From an optimization exercise on the open Yosys and OpenROAD flow, aimed at small area and a short achievable clock period; shortcuts taken in it are not production practice. Where RTL was checked, it was by simulation tests only, not by an equivalence proof against the original. Power and IR drop assume default switching activity.

== 05-24 ==
==> flow/design.v <==
module store_buffer_fwd #(
    parameter int SB_DEPTH = 8,
    parameter int TAG_W    = 5,
    parameter int ADDR_W   = 32
) (
    input  logic                      clk,
    input  logic                      rst,
    input  logic                      alloc_valid,
    output logic                      alloc_ready,
    input  logic [TAG_W-1:0]          alloc_rob_tag,
    input  logic [ADDR_W-1:0]         alloc_addr,
    input  logic [31:0]               alloc_wdata,
    input  logic [3:0]                alloc_wmask,
    input  logic                      commit_valid,
    input  logic [TAG_W-1:0]          commit_rob_tag,
    output logic                      commit_err,
    input  logic                      flush,
    output logic                      dmem_req_valid,
    input  logic                      dmem_req_ready,
    output logic [ADDR_W-1:0]         dmem_addr,
    output logic [31:0]               dmem_wdata,
    output logic [3:0]                dmem_wmask,
    input  logic                      dmem_resp,
    input  logic [ADDR_W-1:0]         ld_addr,
    input  logic [3:0]                ld_rmask,
    output logic [3:0]                fwd_mask,
    output logic [31:0]               fwd_data,
    output logic [$clog2(SB_DEPTH):0] count,
    output logic                      empty,
    output logic                      full
);
    localparam int N  = SB_DEPTH;
    localparam int CW = $clog2(SB_DEPTH) + 1;
    localparam int WA = ADDR_W - 2;
    logic [TAG_W-1:0] tag_r  [N];
    logic [WA-1:0]    addr_r [N];
    logic [31:0]      data_r [N];
    logic [3:0]       mask_r [N];
    logic [N-1:0] valid_r, comm_r;
    logic [N-1:0] valid_nxt_s, comm_nxt_s;
    logic req_r, wait_r;
    logic commit_err_r;
    logic [N-1:0] old_s;     
    logic [N-1:0] unc_s;     
    logic [N-1:0] shift_s;   
    logic         any_unc_s, two_comm_s;
    logic         full_s, alloc_fire_s, commit_ok_s, pop_s, wr_s;
    logic [TAG_W-1:0] unc_tag_s;
    logic         unused_s;
    assign unused_s = ^{alloc_addr[1:0], ld_addr[1:0]};
    assign full_s = &valid_r;
    always_comb begin
        logic seen_v, seen_u, seen_c;
        logic [N-1:0] u_v;
        seen_v     = 1'b0;
        seen_u     = 1'b0;
        seen_c     = 1'b0;
        two_comm_s = 1'b0;
        u_v        = valid_r & ~comm_r;
        for (int j = N - 1; j >= 0; j--) begin
            old_s[j]   = valid_r[j] & ~seen_v;
            unc_s[j]   = u_v[j] & ~seen_u;
            two_comm_s = two_comm_s | (comm_r[j] & seen_c);
            seen_v     = seen_v | valid_r[j];
            seen_u     = seen_u | u_v[j];
            seen_c     = seen_c | comm_r[j];
        end
        any_unc_s = seen_u;
        shift_s[0] = 1'b1;
        for (int j = 1; j < N; j++) shift_s[j] = shift_s[j-1] & valid_r[j-1];
        unc_tag_s = '0;
        for (int j = 0; j < N; j++) unc_tag_s = unc_tag_s | ({TAG_W{unc_s[j]}} & tag_r[j]);
    end
    always_comb begin
        logic [N-1:0] v1, c1;
        alloc_fire_s = alloc_valid & ~full_s;
        commit_ok_s  = commit_valid & any_unc_s & (unc_tag_s == commit_rob_tag);
        pop_s        = wait_r & dmem_resp;
        wr_s         = alloc_fire_s & ~flush;
        v1 = valid_r & ~({N{pop_s}} & old_s);
        c1 = (comm_r | ({N{commit_ok_s}} & unc_s)) & ~({N{pop_s}} & old_s);
        if (flush) begin
            valid_nxt_s = v1 & c1;
            comm_nxt_s  = c1;
        end else if (wr_s) begin
            for (int j = 0; j < N; j++) begin
                if (shift_s[j]) begin
                    valid_nxt_s[j] = (j == 0) ? 1'b1 : v1[(j == 0) ? 0 : j-1];
                    comm_nxt_s[j]  = (j == 0) ? 1'b0 : c1[(j == 0) ? 0 : j-1];
                end else begin
                    valid_nxt_s[j] = v1[j];
                    comm_nxt_s[j]  = c1[j];
                end
            end
        end else begin
            valid_nxt_s = v1;
            comm_nxt_s  = c1;
        end
    end
    always_ff @(posedge clk or negedge rst) begin
        if (!rst) begin
            valid_r      <= '0;
            comm_r       <= '0;
            commit_err_r <= 1'b0;
            req_r        <= 1'b0;
            wait_r       <= 1'b0;
        end else begin
            valid_r      <= valid_nxt_s;
            comm_r       <= comm_nxt_s;
            commit_err_r <= commit_valid & ~commit_ok_s;
            if (req_r) begin
                req_r  <= ~dmem_req_ready;
                wait_r <= dmem_req_ready;
            end else if (wait_r) begin
                req_r  <= dmem_resp & two_comm_s;
                wait_r <= ~dmem_resp;
            end else begin
                req_r  <= |comm_r;
            end
        end
    end
    always_ff @(posedge clk) begin
        if (wr_s) begin
            tag_r[0]  <= alloc_rob_tag;
            addr_r[0] <= alloc_addr[ADDR_W-1:2];
            data_r[0] <= alloc_wdata;
            mask_r[0] <= alloc_wmask;
        end
        for (int j = 1; j < N; j++) begin
            if (wr_s && shift_s[j]) begin
                tag_r[j]  <= tag_r[j-1];
                addr_r[j] <= addr_r[j-1];
                data_r[j] <= data_r[j-1];
                mask_r[j] <= mask_r[j-1];
            end
        end
    end
    always_comb begin
        logic [WA-1:0] a_v;
        logic [31:0]   d_v;
        logic [3:0]    m_v;
        a_v = '0;
        d_v = '0;
        m_v = '0;
        for (int j = 0; j < N; j++) begin
            a_v = a_v | ({WA{old_s[j]}} & addr_r[j]);
            d_v = d_v | ({32{old_s[j]}} & data_r[j]);
            m_v = m_v | ({4{old_s[j]}} & mask_r[j]);
        end
        dmem_addr  = {a_v, 2'b00};
        dmem_wdata = d_v;
        dmem_wmask = m_v;
    end
    logic [N*WA-1:0] addr_flat_s;
    logic [N*32-1:0] data_flat_s;
    logic [N*4-1:0]  mask_flat_s;
    always_comb begin
        for (int j = 0; j < N; j++) begin
            addr_flat_s[j*WA +: WA] = addr_r[j];
            data_flat_s[j*32 +: 32] = data_r[j];
            mask_flat_s[j*4 +: 4]   = mask_r[j];
        end
    end
    sb_fwd_match #(.N(N), .WA(WA)) u_fwd (
        .ld_word  (ld_addr[ADDR_W-1:2]),
        .ld_rmask (ld_rmask),
        .valid    (valid_r),
        .addr     (addr_flat_s),
        .data     (data_flat_s),
        .mask     (mask_flat_s),
        .fwd_mask (fwd_mask),
        .fwd_data (fwd_data)
    );
    always_comb begin
        count = '0;
        for (int j = 0; j < N; j++) count = count + CW'(valid_r[j]);
    end
    assign alloc_ready    = ~full_s;
    assign commit_err     = commit_err_r;
    assign dmem_req_valid = req_r;
    assign empty          = ~|valid_r;
    assign full           = full_s;
endmodule
module sb_fwd_match #(
    parameter int N  = 8,
    parameter int WA = 30
) (
    input  logic [WA-1:0]   ld_word,
    input  logic [3:0]      ld_rmask,
    input  logic [N-1:0]    valid,
    input  logic [N*WA-1:0] addr,
    input  logic [N*32-1:0] data,
    input  logic [N*4-1:0]  mask,
    output logic [3:0]      fwd_mask,
    output logic [31:0]     fwd_data
);
    logic [N-1:0] match_n_s;
    for (genvar j = 0; j < N; j++) begin : g_eq
        sb_word_eq #(.WA(WA)) u_eq (
            .a     (addr[j*WA +: WA]),
            .b     (ld_word),
            .en      (valid[j]),
            .match_n (match_n_s[j])
        );
    end
    sb_fwd_pick #(.N(N)) u_pick (
        .match_n  (match_n_s),
        .ld_rmask (ld_rmask),
        .data     (data),
        .mask     (mask),
        .fwd_mask (fwd_mask),
        .fwd_data (fwd_data)
    );
endmodule
module sb_word_eq #(
    parameter int WA = 30
) (
    input  logic [WA-1:0] a,
    input  logic [WA-1:0] b,
    input  logic          en,
    output logic          match_n
);
    logic [7:0] ne_s;
    logic [3:0] eq_s;
    for (genvar g = 0; g < 7; g++) begin : g_ne
        sb_ne4 u_ne (.a(a[4*g +: 4]), .b(b[4*g +: 4]), .ne(ne_s[g]));
    end
    sb_ne2e u_ne_top (.a(a[29:28]), .b(b[29:28]), .en(en), .ne(ne_s[7]));
    for (genvar p = 0; p < 4; p++) begin : g_eq
        sb_nor2 u_eq (.a(ne_s[2*p]), .b(ne_s[2*p+1]), .y(eq_s[p]));
    end
    sb_nand4 u_match (.a(eq_s), .y(match_n));
endmodule
module sb_ne4 (
    input  logic [3:0] a,
    input  logic [3:0] b,
    output logic       ne
);
    assign ne = (a != b);
endmodule
module sb_ne2e (
    input  logic [1:0] a,
    input  logic [1:0] b,
    input  logic       en,
    output logic       ne
);
    assign ne = ~en | (a != b);
endmodule
module sb_nor2 (
    input  logic a,
    input  logic b,
    output logic y
);
    assign y = ~(a | b);
endmodule
module sb_nand4 (
    input  logic [3:0] a,
    output logic       y
);
    assign y = ~&a;
endmodule
module sb_fwd_pick #(
    parameter int N = 8
) (
    input  logic [N-1:0]    match_n,
    input  logic [3:0]      ld_rmask,
    input  logic [N*32-1:0] data,
    input  logic [N*4-1:0]  mask,
    output logic [3:0]      fwd_mask,
    output logic [31:0]     fwd_data
);
    for (genvar b = 0; b < 4; b++) begin : g_lane
        logic [N-1:0] m_s, sel_s;
        logic         any_s;
        for (genvar j = 0; j < N; j++) begin : g_m
            assign m_s[j] = mask[j*4+b];
        end
        sb_sel_first #(.N(N)) u_sel (.match_n(match_n), .en(m_s), .sel(sel_s), .any(any_s));
        assign fwd_mask[b] = ld_rmask[b] & any_s;
        for (genvar i = 0; i < 8; i++) begin : g_bit
            logic [N-1:0] d_s;
            for (genvar j = 0; j < N; j++) begin : g_d
                assign d_s[j] = data[j*32 + 8*b + i];
            end
            sb_and_or #(.N(N)) u_ao (.sel(sel_s), .d(d_s), .y(fwd_data[8*b + i]));
        end
    end
endmodule
module sb_sel_first #(
    parameter int N = 8
) (
    input  logic [N-1:0] match_n,
    input  logic [N-1:0] en,
    output logic [N-1:0] sel,
    output logic         any
);
    always_comb begin
        logic seen_v;
        seen_v = 1'b0;
        for (int j = 0; j < N; j++) begin
            sel[j] = ~match_n[j] & en[j] & ~seen_v;
            seen_v = seen_v | (~match_n[j] & en[j]);
        end
        any = seen_v;
    end
endmodule
module sb_and_or #(
    parameter int N = 8
) (
    input  logic [N-1:0] sel,
    input  logic [N-1:0] d,
    output logic         y
);
    assign y = |(sel & d);
endmodule
clock: 9.0 ns
lec_check: 0
cap_margin: 20
core_margin: 2
core_utilization: 60
cts_cluster_diameter: 60
cts_cluster_size: 30
place_density: 0.7
setup_slack_margin: 3
slew_margin: 20
synth_hierarchical: 1
synth_minimum_keep_size: 0
standard.sh (not shown) runs the stock make flow with config.mk's settings and CLKGATE_MAP_FILE= SYNTH_SCRIPT=/design/flow/synth_recipe.tcl, a recipe that flattens the netlist after the stock synthesis.
==> flow/flow/run.sh <==
#!/bin/bash
# Standard layout, with the ports buffered by the smallest plain buffer
# (the resizer upsizes the ones on critical paths). Full tool output goes
# to flow_standard.log in the work folder.
set -euo pipefail
export BUFFER_PORTS_ARGS="-buffer_cell sky130_fd_sc_hd__buf_1"
bash standard.sh finish > flow_standard.log 2>&1
Per the final summary, 05-24 finished and its layout is clean on timing, DRC and antenna.
Relative to 05-24, the following input files were edited for 08-15:
--- a/flow/design.v
+++ b/flow/design.v
@@ -134,24 +134,26 @@
                 mask_r[j] <= mask_r[j-1];
             end
         end
     end
-    always_comb begin
-        logic [WA-1:0] a_v;
-        logic [31:0]   d_v;
-        logic [3:0]    m_v;
-        a_v = '0;
-        d_v = '0;
-        m_v = '0;
-        for (int j = 0; j < N; j++) begin
-            a_v = a_v | ({WA{old_s[j]}} & addr_r[j]);
-            d_v = d_v | ({32{old_s[j]}} & data_r[j]);
-            m_v = m_v | ({4{old_s[j]}} & mask_r[j]);
+    for (genvar i = 0; i < WA + 36; i++) begin : g_dmem
+        logic [N-1:0] d_s;
+        logic         y_s;
+        for (genvar j = 0; j < N; j++) begin : g_d
+            assign d_s[j] = (i < WA) ? addr_r[j][(i < WA) ? i : 0] :
+                            (i < WA + 32) ? data_r[j][(i >= WA && i < WA + 32) ? i - WA : 0] :
+                            mask_r[j][(i >= WA + 32) ? i - WA - 32 : 0];
+        end
+        sb_and_or #(.N(N)) u_ao (.sel(old_s), .d(d_s), .y(y_s));
+        if (i < WA) begin : g_a
+            assign dmem_addr[i + 2] = y_s;
+        end else if (i < WA + 32) begin : g_w
+            assign dmem_wdata[i - WA] = y_s;
+        end else begin : g_m
+            assign dmem_wmask[i - WA - 32] = y_s;
         end
-        dmem_addr  = {a_v, 2'b00};
-        dmem_wdata = d_v;
-        dmem_wmask = m_v;
     end
+    assign dmem_addr[1:0] = 2'b00;
     logic [N*WA-1:0] addr_flat_s;
     logic [N*32-1:0] data_flat_s;
     logic [N*4-1:0]  mask_flat_s;
     always_comb begin
==> summary.txt <==
As of 08-15, post-route non-filler standard cell count had fallen by a few percent compared to 05-24. Re number of antenna violations at the first check in global routing: 08-15 is 6 up on 05-24. In terms of register area, 08-15 and 05-24 differ only marginally. Re clock period minus worst slack: 08-15 is 0.081 ns up on 05-24. Of the two values seen for capture point of the worst path, fwd_data[20] was produced by 08-15 and fwd_data[11] by 05-24. Summary of 08-15 over 05-24: horizontal die dimension stayed essentially flat; final instance area shrank by 0.51%; clock power share has increased; global routing usage summed across all routing layers now larger; largest net degree at the start of global routing shrank by about 20%. 08-15 vs 05-24 on number of nets in the final layout: 08-15 is the lower one. Min areal power density over the cells across 08-15 and 05-24: 05-24. The run with more setup slack is 05-24; 08-15 has less.
Function not checked in 08-15: the RTL went through the layout flow alone.

## afterwards: timing with drivers on the ports
How much do the figures lean on ideal ports? The routed layouts below were timed once more, with nothing changed but the port constraints. Step 1 assumes that a clkbuf_16 drives the clock port and a buf_2 every other input. Step 2, shift: input delay + t, output delay - t, t = (earliest + latest rising clock arrival at the registers) / 2. This alone moves slack from input paths to output paths. a / b / c = ideal / step 1 / step 2; a / b = the first two.
| run | shift t [ns] | setup WS [ns] | worst hold slack (ns) | worst register clock-pin slew, ns | cell pins on the clock port's net |
|---|---|---|---|---|---|
| 05-24 | 0.654 | 3.037 / 2.976 / 2.976 | 0.449 / 0.449 / 0.449 | 0.10 / 0.10 | 1 |
| 08-15 | 0.653 | 2.955 / 2.926 / 2.641 | 0.444 / 0.444 / 0.444 | 0.10 / 0.10 | 1 |
After both steps setup and hold are still met in every run listed. The setup slack of 08-15, which loses most, moves by -0.029 ns with the drivers and by -0.314 ns with both steps.
